Background: an optimization exercise with open tools, aiming at small area. Do not read the settings as production practice.
In this exercise RTL edits were held to simulation tests only and were not proved equivalent to the original.
Power figures rest on the tool's default switching activity, not on a simulated workload.

==> run A <==
==> flow/design.v (excerpt) <==
module adxl345_reader (
    input  logic                  CLK,
    input  logic                  RESET,
    input  adxl_pkg::word_addr_t  raddr,
    output logic [31:0]           rdata,
    input  logic [6:0]            i2c_address,
    input  logic                  interval_enable,
    input  logic [31:0]           interval_cycles,
    input  logic                  single_request,
    output logic                  single_done,
    output adxl_pkg::byte_t       m_axis_tdata,
    output logic [7:0]            m_axis_tuser,
    output logic                  m_axis_tvalid,
    output logic                  m_axis_tlast,
    input  logic                  m_axis_tready,
    input  adxl_pkg::byte_t       s_axis_tdata,
    input  logic                  s_axis_tvalid,
    input  logic                  s_axis_tlast,
    output logic                  s_axis_tready
);
clock: 10.0 ns
lec_check: 0
cap_margin: 20
core_margin: 2
core_utilization: 55
place_density: 0.7
slew_margin: 20
standard.sh (not shown) runs the stock make flow with config.mk's settings and CLKGATE_MAP_FILE= SYNTH_SCRIPT=/design/flow/synth_recipe.tcl, a recipe that flattens the netlist after the stock synthesis.
==> flow/flow/run.sh <==
#!/bin/bash
# Layout flow: the standard flow (standard.sh) with
#  - a gate-level read multiplexer and an area-oriented ABC mapping in
#    synthesis (flow/synth.tcl); registers are
#    mapped before ABC, so they are the standard synthesis's, and
#    match_names.py gives them the standard synthesis's instance names;
#  - the smallest buffer on the ports;
#  - a clock tree of small (clkbuf_4) leaf buffers without dummy loads.
set -euo pipefail
W=$(pwd)
R=$W/orfs/results/$FLOW_PLATFORM/adxl345_reader/base
KNOBS=(
  BUFFER_PORTS_ARGS="-buffer_cell sky130_fd_sc_hd__buf_1"
  CTS_ARGS="-sink_clustering_enable -repair_clock_nets -sink_clustering_size 11 -sink_clustering_max_diameter 45 -buf_list sky130_fd_sc_hd__clkbuf_4 -dont_use_dummy_load"
)
# standard synthesis, kept for its register names
bash standard.sh synth > "$W/std_synth.log" 2>&1
cp "$R/1_2_yosys.v" "$W/std_synth.v"
rm -f "$R/1_2_yosys.v" "$R/1_synth.odb" "$R/1_synth.sdc"
# area-oriented synthesis
bash standard.sh SYNTH_SCRIPT="$W/flow/synth.tcl" "${KNOBS[@]}" "$R/1_2_yosys.v" > "$W/area_synth.log" 2>&1
python3 "$W/flow/match_names.py" "$W/std_synth.v" "$R/1_2_yosys.v" > "$W/match_names.log" 2>&1
bash standard.sh SYNTH_SCRIPT="$W/flow/synth.tcl" "${KNOBS[@]}" finish > "$W/standard.log" 2>&1
Other scripts of this flow, unchanged in this note and not shown: flow/flow/gen_rdmux.py, flow/flow/match_names.py, flow/flow/synth.tcl
==> run K: changes against run A <==
Settings changed: PLACE_DENSITY 0.7 to 0.6.
==> notes <==
Run K passed the timing, design-rule and antenna checks. Run A ran to the end with no violations. Sequential power is about the same in run K and run A. Of run A and run K, run K has the higher design area (gap 0.21%, measured against run K). In run A the non-clock buffer count is lower than in run K, by 8. Sequential share of layout area: run K is lower than run A (0.16 points). In synthesized area, run K and run A do not differ. Of run A and run K, run K has the higher wire length (gap 2.4%, measured against run K). Against run A, the clock skew of run K is higher by 0.0011 ns.


==> job 6745 <==
adxl345_reader, a different RTL version from the one above (not shown whole).
==> module adxl345_reader, before the edit <==
module adxl345_reader (
    input  logic                  CLK,
    input  logic                  RESET,
    input  adxl_pkg::word_addr_t  raddr,
    output logic [31:0]           rdata,
    input  logic [6:0]            i2c_address,
    input  logic                  interval_enable,
    input  logic [31:0]           interval_cycles,
    input  logic                  single_request,
    output logic                  single_done,
    output adxl_pkg::byte_t       m_axis_tdata,
    output logic [7:0]            m_axis_tuser,
    output logic                  m_axis_tvalid,
    output logic                  m_axis_tlast,
    input  logic                  m_axis_tready,
    input  adxl_pkg::byte_t       s_axis_tdata,
    input  logic                  s_axis_tvalid,
    input  logic                  s_axis_tlast,
    output logic                  s_axis_tready
);
    localparam int NB = 58;
    logic st_len, st_ptr, st_read, st_rx;
    logic busy, rx_fire;
    assign busy          = st_len | st_ptr | st_read | st_rx;
    assign m_axis_tvalid = st_len | st_ptr | st_read;
    assign m_axis_tlast  = st_ptr | st_read;
    assign m_axis_tdata  = {2'b00, st_read, st_read, st_read, 1'b0, st_read, st_len};
    assign s_axis_tready = st_rx;
    assign rx_fire       = st_rx & s_axis_tvalid;
    logic [19:0] count;
    logic        pending;
    logic        req;
    logic        single_q;
    logic        fire;
    assign fire = !busy && !req && (pending || (interval_enable && count == 20'd0));
    always_ff @(posedge CLK) begin
        if (RESET) begin
            req     <= 1'b0;
            pending <= 1'b0;
        end else begin
            req     <= fire;
            pending <= single_request | (pending & ~fire);
        end
    end
    always_ff @(posedge CLK) begin
        if (RESET) begin
            count <= '0;
        end else if (busy || !interval_enable || fire) begin
            count <= interval_cycles[19:0];
        end else if (count != 20'd0) begin
            count <= count - 20'd1;
        end
    end
    always_ff @(posedge CLK) begin
        if (fire) single_q <= pending;
    end
    always_ff @(posedge CLK) begin
        if (RESET) begin
            st_len  <= 1'b0;
            st_ptr  <= 1'b0;
            st_read <= 1'b0;
            st_rx   <= 1'b0;
        end else begin
            st_len  <= (!busy && req) | (st_len && !m_axis_tready);
            st_ptr  <= (st_len && m_axis_tready) | (st_ptr && !m_axis_tready);
            st_read <= (st_ptr && m_axis_tready) | (st_read && !m_axis_tready);
            st_rx   <= (st_read && m_axis_tready) | (st_rx && !(s_axis_tvalid && s_axis_tlast));
        end
    end
    always_ff @(posedge CLK) begin
        single_done <= !RESET && rx_fire && s_axis_tlast && single_q;
    end
    logic [6:0] addr_q;
    always_ff @(posedge CLK) begin
        if (!busy) addr_q <= i2c_address;
    end
    assign m_axis_tuser = {addr_q, st_read};
    logic [5:0] wp;        
    logic       wr;
    logic [7:0] wd;
    always_ff @(posedge CLK) begin
        if (st_read && m_axis_tready) wp <= 6'h3f;
        else if (rx_fire)             wp <= wp + 6'd1;
        wd <= s_axis_tdata;
        wr <= !RESET && rx_fire;
    end
    logic [5:0] hw;
    always_ff @(posedge CLK) begin
        if (RESET)                hw <= '0;
        else if (wr && wp == hw)  hw <= hw + 6'd1;
    end
    logic [7:0] mem [NB];
    for (genvar k = 0; k < NB; k++) begin : g_byte
        always_ff @(posedge CLK) begin
            if (wr && wp == 6'(k)) mem[k] <= wd;
        end
    end
    logic [3:0]  lane_ok;
    logic        w_lt, w_eq;
    logic [31:0] rd_n;
    assign w_lt = raddr < hw[5:2];
    assign w_eq = raddr == hw[5:2];
    for (genvar l = 0; l < 4; l++) begin : g_ok
        assign lane_ok[l] = !RESET && (w_lt || (w_eq && 2'(l) < hw[1:0]));
    end
    always_comb begin
        rd_n = '0;
        for (int k = 0; k < NB; k++) begin
            if (raddr == 4'(k / 4)) rd_n[8*(k%4) +: 8] = mem[k];
        end
        for (int l = 0; l < 4; l++) begin
            if (!lane_ok[l]) rd_n[8*l +: 8] = 8'h00;
        end
    end
    always_ff @(posedge CLK) begin
        rdata <= rd_n;
    end
endmodule
==> flow/config.mk <==
export PLATFORM = sky130hd
export DESIGN_NAME = adxl345_reader
export DESIGN_NICKNAME = adxl345_reader
export VERILOG_FILES = /design/flow/design.v
export SDC_FILE = /design/flow/constraint.sdc
export NUM_CORES = 4
export LEC_CHECK = 0
export CAP_MARGIN = 20
export CORE_MARGIN = 2
export CORE_UTILIZATION = 40
export SLEW_MARGIN = 20
==> flow/constraint.sdc <==
create_clock -name core_clock -period 10.0 [get_ports {CLK}]
set_input_delay 2.0000 -clock core_clock [delete_from_list [all_inputs] [get_ports {CLK}]]
set_output_delay 2.0000 -clock core_clock [all_outputs]
set_load 0.01 [all_outputs]
run.sh (not shown) runs the stock make flow with config.mk's settings and CLKGATE_MAP_FILE= SYNTH_SCRIPT=/design/flow/synth_recipe.tcl, a recipe that flattens the netlist after the stock synthesis.
Stock flow here: none of the scripts above is used.
==> job 484: changes against job 6745 <==
--- a/flow/design.v
+++ b/flow/design.v
@@ -46,5 +46,6 @@
     logic        single_q;
     logic        fire;
-    assign fire = !busy && !req && (pending || (interval_enable && count == 20'd0));
+    logic        rst_q;
+    assign fire = !busy && !req && (pending || (interval_enable && (rst_q || count == 20'd0)));
     always_ff @(posedge CLK) begin
         if (RESET) begin
@@ -57,9 +58,7 @@
     end
     always_ff @(posedge CLK) begin
-        if (RESET) begin
-            count <= '0;
-        end else if (busy || !interval_enable || fire) begin
-            count <= interval_cycles[19:0];
-        end else if (count != 20'd0) begin
+        if (busy || !interval_enable || fire) begin
+            count <= interval_cycles[19:0];      
+        end else begin
             count <= count - 20'd1;
         end
@@ -89,43 +88,54 @@
     end
     assign m_axis_tuser = {addr_q, st_read};
+    logic [7:0] wd, wd2;
+    logic       wr, wr2;
     logic [5:0] wp;        
-    logic       wr;
-    logic [7:0] wd;
+    logic [5:0] wp_inc;
+    assign wp_inc = wp + 6'd1;
+    logic [3:0] raddr_q;
     always_ff @(posedge CLK) begin
-        if (st_read && m_axis_tready) wp <= 6'h3f;
-        else if (rx_fire)             wp <= wp + 6'd1;
-        wd <= s_axis_tdata;
-        wr <= !RESET && rx_fire;
+        wd      <= s_axis_tdata;
+        wd2     <= wd;
+        wr      <= !RESET && rx_fire;
+        wr2     <= wr;
+        rst_q   <= RESET;
+        raddr_q <= raddr;
+        if (st_len)   wp <= '0;
+        else if (wr2) wp <= wp_inc;
     end
     logic [5:0] hw;
     always_ff @(posedge CLK) begin
-        if (RESET)                hw <= '0;
-        else if (wr && wp == hw)  hw <= hw + 6'd1;
+        if (rst_q)                 hw <= '0;
+        else if (wr2 && wp == hw)  hw <= wp_inc;
     end
     logic [7:0] mem [NB];
     for (genvar k = 0; k < NB; k++) begin : g_byte
         always_ff @(posedge CLK) begin
-            if (wr && wp == 6'(k)) mem[k] <= wd;
+            if (wr2 && wp == 6'(k)) mem[k] <= wd2;
         end
     end
     logic [3:0]  lane_ok;
     logic        w_lt, w_eq;
-    logic [31:0] rd_n;
-    assign w_lt = raddr < hw[5:2];
-    assign w_eq = raddr == hw[5:2];
+    assign w_lt = raddr_q < hw[5:2];
+    assign w_eq = raddr_q == hw[5:2];
     for (genvar l = 0; l < 4; l++) begin : g_ok
-        assign lane_ok[l] = !RESET && (w_lt || (w_eq && 2'(l) < hw[1:0]));
+        assign lane_ok[l] = !rst_q && (w_lt || (w_eq && 2'(l) < hw[1:0]));
     end
-    always_comb begin
-        rd_n = '0;
-        for (int k = 0; k < NB; k++) begin
-            if (raddr == 4'(k / 4)) rd_n[8*(k%4) +: 8] = mem[k];
-        end
-        for (int l = 0; l < 4; l++) begin
-            if (!lane_ok[l]) rd_n[8*l +: 8] = 8'h00;
+    logic [14:0] sel;
+    for (genvar w = 0; w < 15; w++) begin : g_sel
+        assign sel[w] = (raddr_q == 4'(w));
+    end
+    for (genvar l = 0; l < 4; l++) begin : g_out
+        for (genvar b = 0; b < 8; b++) begin : g_bit
+            logic [14:0] terms;
+            for (genvar w = 0; w < 15; w++) begin : g_t
+                if (4*w + l < NB) begin : g_y
+                    assign terms[w] = sel[w] & mem[4*w + l][b];
+                end else begin : g_n
+                    assign terms[w] = 1'b0;
+                end
+            end
+            assign rdata[8*l + b] = lane_ok[l] & (|terms);
         end
     end
-    always_ff @(posedge CLK) begin
-        rdata <= rd_n;
-    end
 endmodule
==> flow/flow/run.sh (new file) <==
#!/bin/bash
# Layout flow: the standard flow (standard.sh) with an area-oriented ABC
# mapping in synthesis, the smallest buffer on the ports, and a clock tree
# of clkbuf_8 leaf buffers without dummy loads.
set -euo pipefail
W=$(pwd)
bash standard.sh \
  SYNTH_SCRIPT="$W/flow/synth.tcl" \
  BUFFER_PORTS_ARGS="-buffer_cell sky130_fd_sc_hd__buf_1" \
  CTS_ARGS="-sink_clustering_enable -repair_clock_nets -sink_clustering_size 16 -sink_clustering_max_diameter 100 -buf_list sky130_fd_sc_hd__clkbuf_8 -dont_use_dummy_load" \
  finish > "$W/standard.log" 2>&1
==> flow/flow/synth.tcl (new file) <==
# The standard flow's synthesis script (synth_recipe.tcl) with one change: the final ABC
# technology mapping uses an area-oriented script instead of ORFS's speed
# script. Registers are mapped before ABC runs, so they are unchanged.
set area_abc $::env(OBJECTS_DIR)/area.abc
set fh [open $area_abc w]
puts $fh {&get -n; &st; &dch; &nf -a; &put; mfs2; &get -n; &st; &dch; &nf -a; &put}
close $fh
proc synth {args} { yosys synth -nofsm -noshare {*}$args }
proc abc {args} {
  global area_abc
  set i [lsearch -exact $args -script]
  if {$i >= 0} { set args [lreplace $args [expr {$i+1}] [expr {$i+1}] $area_abc] }
  set j [lsearch -exact $args -D]
  if {$j >= 0} { set args [lreplace $args $j [expr {$j+1}]] }
  yosys abc {*}$args
}
source $::env(SCRIPTS_DIR)/synth.tcl
# left out here: clear keep_hierarchy, flatten, clean up, hide names made inside functions, write 1_2_yosys.v
==> flow/standard.sh (new file) <==
#!/bin/bash
# synth_recipe.tcl (not shown) runs the flow's synth.tcl, then flattens the netlist and writes it again
# the make line also repeats each setting of config.mk as NAME=value (left out here)
make -C /OpenROAD-flow-scripts/flow DESIGN_CONFIG=/design/flow/config.mk WORK_HOME=/design/flow/orfs CLKGATE_MAP_FILE= SYNTH_SCRIPT=/design/flow/synth_recipe.tcl "${@:-finish}"
removed: flow/run.sh
==> summary of the runs <==
- First-iteration DRC count: job 6745 is larger than job 484 (about 22%).
- Against job 484, the via count of job 6745 is higher by about 30%.
- Against job 484, the sequential power of job 6745 is higher by about 3%.
- Between job 484 and job 6745, the lower power is in job 484 (gap about 25%, measured against job 6745).
- In job 6745 the critical path depth is lower than in job 484, by 1.
- Die area: job 484 is lower than job 6745 (12%).
- In job 6745 the synthesized cell count is higher than in job 484, by 43%.
- Against job 6745, the register-to-register slack of job 484 is better by 0.18 ns.
- Of job 484 and job 6745, job 6745 has the higher synthesized area (gap 13%, measured against job 6745).

[afterwards: timing with drivers on the ports]
In the flow no input, the clock included, has a driving cell. The finished layouts below were timed again as built, in two steps.
Step 1, drivers: a clkbuf_16 drives CLK and a buf_2 each remaining input, both assumed.
Step 2 adds t to the input delays and takes it off the output delays; t is the mean of the earliest and latest rising clock arrival at the registers after step 1. Input paths then give back, and output paths get back, about the clock's delay inside the block.
Three values: ideal ports, drivers, drivers and shift; two values: the first two.
run	t, ns	setup WS [ns]	hold slack, ns	latest minus earliest clock arrival (ns)
run A	0.823	4.496 / 4.448 / 5.271	0.322 / 0.322 / 0.322	0.082 / 0.082
run K	0.780	4.315 / 4.268 / 5.048	0.330 / 0.330 / 0.330	0.079 / 0.079
job 6745	0.654	5.227 / 5.237 / 4.583	0.475 / 0.475 / 0.475	0.016 / 0.016
job 484	0.615	4.061 / 4.010 / 4.625	0.329 / 0.329 / 0.329	0.067 / 0.067
After both steps setup and hold are still met in every run listed. The setup slack of job 6745, which loses most, moves by +0.010 ns with the drivers and by -0.644 ns with both steps.
